Context: an optimization exercise on an open-source flow, tuned for small area, a short achievable clock period and few clock cycles per item. The choices shown serve that exercise and are no tape-out recipe.
In this exercise RTL edits were held to simulation tests only and were not proved equivalent to the original.
No activity file was given, so power comes from the tool's default toggle rates.

run A:
==> flow/design.v (excerpt) <==
module preemptive_priority_scheduler_top
#(
    parameter int TASK_SLOTS = 16
) (
    input  logic      i_clk,
    input  logic      i_rst_n,
    input  logic      i_in_valid,
    output logic      o_in_ready,
    input  logic [44:0]  i_in_item,
    output logic         o_out_valid,
    input  logic         i_out_ready,
    output logic [166:0] o_out_item
);
    localparam int N = 16;
    logic        q_valid;
    logic [44:0] q_item;
    logic        in_op;
    logic [3:0]  in_slot;
    logic [15:0] in_arrival;
    logic [15:0] in_burst;
    logic [7:0]  in_prio;
    assign in_op      = q_item[44];
    assign in_slot    = q_item[43:40];
    assign in_arrival = q_item[39:24];
    assign in_burst   = q_item[23:8];
    assign in_prio    = q_item[7:0];
    logic [N-1:0]   r_act;
    logic [N-1:0]   r_arr;
    logic [N-1:0]   r_elig;     
    logic [N-1:0]   r_last;     
    logic [31:0]    r_now;
    logic           r_nsat;     
    logic [15:0]    r_np1;      
    logic [N*N-1:0] r_beats;    
    logic [15:0] row_arrival [0:N-1];
    logic [7:0]  row_prio    [0:N-1];
    logic [15:0] row_rem     [0:N-1];
    logic [16:0] row_d       [0:N-1];
    logic         w_valid;
    logic         w_load;
    logic [N-1:0] w_oh;
    logic [15:0]  w_rem;
    logic [15:0]  w_arr;
    logic         w_sat;
    logic [16:0]  w_d;
    logic [1:0]  f_cnt;
    logic        f_wp, f_rp;
    logic        f_room;
    logic        f_ran     [0:1];
    logic [3:0]  f_slot    [0:1];
    logic        f_fin     [0:1];
    logic        f_allfin  [0:1];
    logic        f_sat     [0:1];
    logic [16:0] f_d       [0:1];
    logic [15:0] f_arrival [0:1];
    logic [31:0] f_c;       
    logic        f_first;   
    logic        b_valid;
    logic        b_ran;
    logic [3:0]  b_slot;
    logic        b_fin;
    logic        b_allfin;
    logic [31:0] b_wait;
    logic [31:0] b_turn;
    logic         o_valid;
    logic         o_first;
  ...
Settings: LEC_CHECK=0, CAP_MARGIN=20, CORE_MARGIN=2, CORE_UTILIZATION=45, SETUP_SLACK_MARGIN=2.9, SLEW_MARGIN=20, TNS_END_PERCENT=10; clock period 6.0 ns.
run.sh (not shown) runs the stock make flow with config.mk's settings and CLKGATE_MAP_FILE= SYNTH_SCRIPT=/design/flow/synth_recipe.tcl, a recipe that flattens the netlist after the stock synthesis.
Testbench counts of run A, summed over its fixed seeds: cycles 12,832, items 8,334.
Input-level comparison between run B and run A:
- CAP_MARGIN: 20 -> 5
- SLEW_MARGIN: 20 -> 5
## What came out
- [run B] register share of total power rose 0.3 points relative to run A
- The cell count of run A and that of run B are within noise of each other.
- Termination of the worst setup path: o_sum_turn[0] -> run B, f_allfin[1] -> run A
- Per the comparison of run B with run A, number of distinct library cells after synthesis roughly the same; final cell utilization of the core roughly the same; number of global-route vias before repair lower.
Inputs modified between run B and run C:
- changing SETUP_SLACK_MARGIN from 2.9 to 2.7
- changing SLEW_MARGIN from 5 to 20
- changing CAP_MARGIN from 5 to 20
## What came out
Run C: done, clean on timing, DRC and antenna
Run B finished end to end and its layout was clean on timing, DRC and antenna.
Run C and run B ended up with roughly the same multi-input logic portion of the cell area.
Cmp run C vs run B: power after layout lower in run C
Number of clock-tree buffers in the layout ended up 10 higher on run C than on run B.
On via count, run C does better than run B.
On time the worst path needs with I/O delays and setup, run B beats run C.
Compared to run B, run C has cell count 87 lower.
Compared with run B, run C shows arrival time at the worst endpoint higher by 0.09 ns.
A critical path's slowest cell of sky130_fd_sc_hd__dfxtp_2 is what run C shows, while sky130_fd_sc_hd__dfxtp_4 belongs to run B.
Setup changes, run C to run D
- SETUP_SLACK_MARGIN now 3.3, was 2.7
- TNS_END_PERCENT no longer set, was 10
### Flow results
Per the comparison of run D with run C, core utilization moved up; minimum hold slack moved up. Lower met2 track demand over resource in global routing was reported by run C, not run D. Run D ended up with sky130_fd_sc_hd__a311o_2 as its slowest cell on the critical path; run C ended up with sky130_fd_sc_hd__dfxtp_2. When run D is measured against run C, its clock network area share turns out 0.61 points lower. Any difference in total number of multi-input combinational cells between run C and run D is small enough to ignore. Run D has post-layout instance count excluding filler cells above what run C had.
Relative to run D, the following input files were edited for run E:
- an added TNS_END_PERCENT of 5
- a change of SETUP_SLACK_MARGIN from 3.3 to 3.6
Notes after the runs:
[diff] setup slack, run E relative to run D: regression
Per the comparison of run E with run D, arrival time at the worst endpoint picked up an extra 0.09 ns, global-route track usage on met3 lost 0.63 points, share of layout cells above drive strength 1 lost 6.9 points, signed area change from the synthesized netlist to the final layout lost 3.6 points, required time of the critical path picked up an extra 0.04 ns.
Run E vs run D: number of clock buffers in the layout up
Between run D and run E, final design utilization is lower for run E, run D comes in above that.
### run E -> run F
- swapping 5 for 10 in TNS_END_PERCENT
- swapping 3.6 for 3.3 in SETUP_SLACK_MARGIN
### Flow results
Run E was routed with more vias than run F.
Run F vs. run E: number of global-route vias before repair went up by 217.
Met1 track utilization from global routing: run E and run F compared, higher one is run F
Compare run E and run F | relative slew slack lower: run F
Reported leakage power of run F falls short of that of run E by a few percent.
No stage failed in run F, and the final checks on the layout all came back clean.
Run E: flow completed, timing, DRC and antenna clean
On stage delay of the slowest cell on the critical path, run F tracks run E almost exactly.
Taking run E as the reference point, the setup fix buffers added after clock tree synthesis of run F rises by about 33%.
Average instance area after synthesis: run E vs run F — no meaningful difference

## static timing again, ports no longer ideal
In the flow no input, the clock included, has a driving cell. The finished layouts below were timed again as built, in two steps.
Step 1, drivers: a clkbuf_16 drives i_clk and a buf_2 each remaining input, both assumed.
Step 2 moves the port delays by t, midway between the first and last clock arrival at a register: inputs arrive t later, outputs are due t later. That takes back most of the time a late clock gives input paths.
a / b / c = no drivers / after step 1 / after step 2; a / b = the first two.
run | shift t [ns] | setup WS [ns] | worst setup path after step 2 | worst slew at a driven data input, ns | cell pins on the clock port's net
run A | 0.891 | 2.713 / 2.710 / 2.706 | input to register | 0.06 | 1
run B | 0.895 | 2.685 / 2.604 / 2.684 | input to register | 0.06 | 1
run C | 0.897 | 2.649 / 2.614 / 2.649 | register to register | 0.06 | 1
run D | 0.875 | 2.722 / 2.722 / 2.538 | input to register | 0.05 | 1
run E | 0.897 | 2.672 / 2.672 / 2.672 | register to register | 0.06 | 1
run F | 0.897 | 2.669 / 2.669 / 2.669 | register to register | 0.06 | 1
After both steps setup and hold are still met in every run listed. The setup slack of run D, which loses most, moves by 0.000 ns with the drivers and by -0.184 ns with both steps.
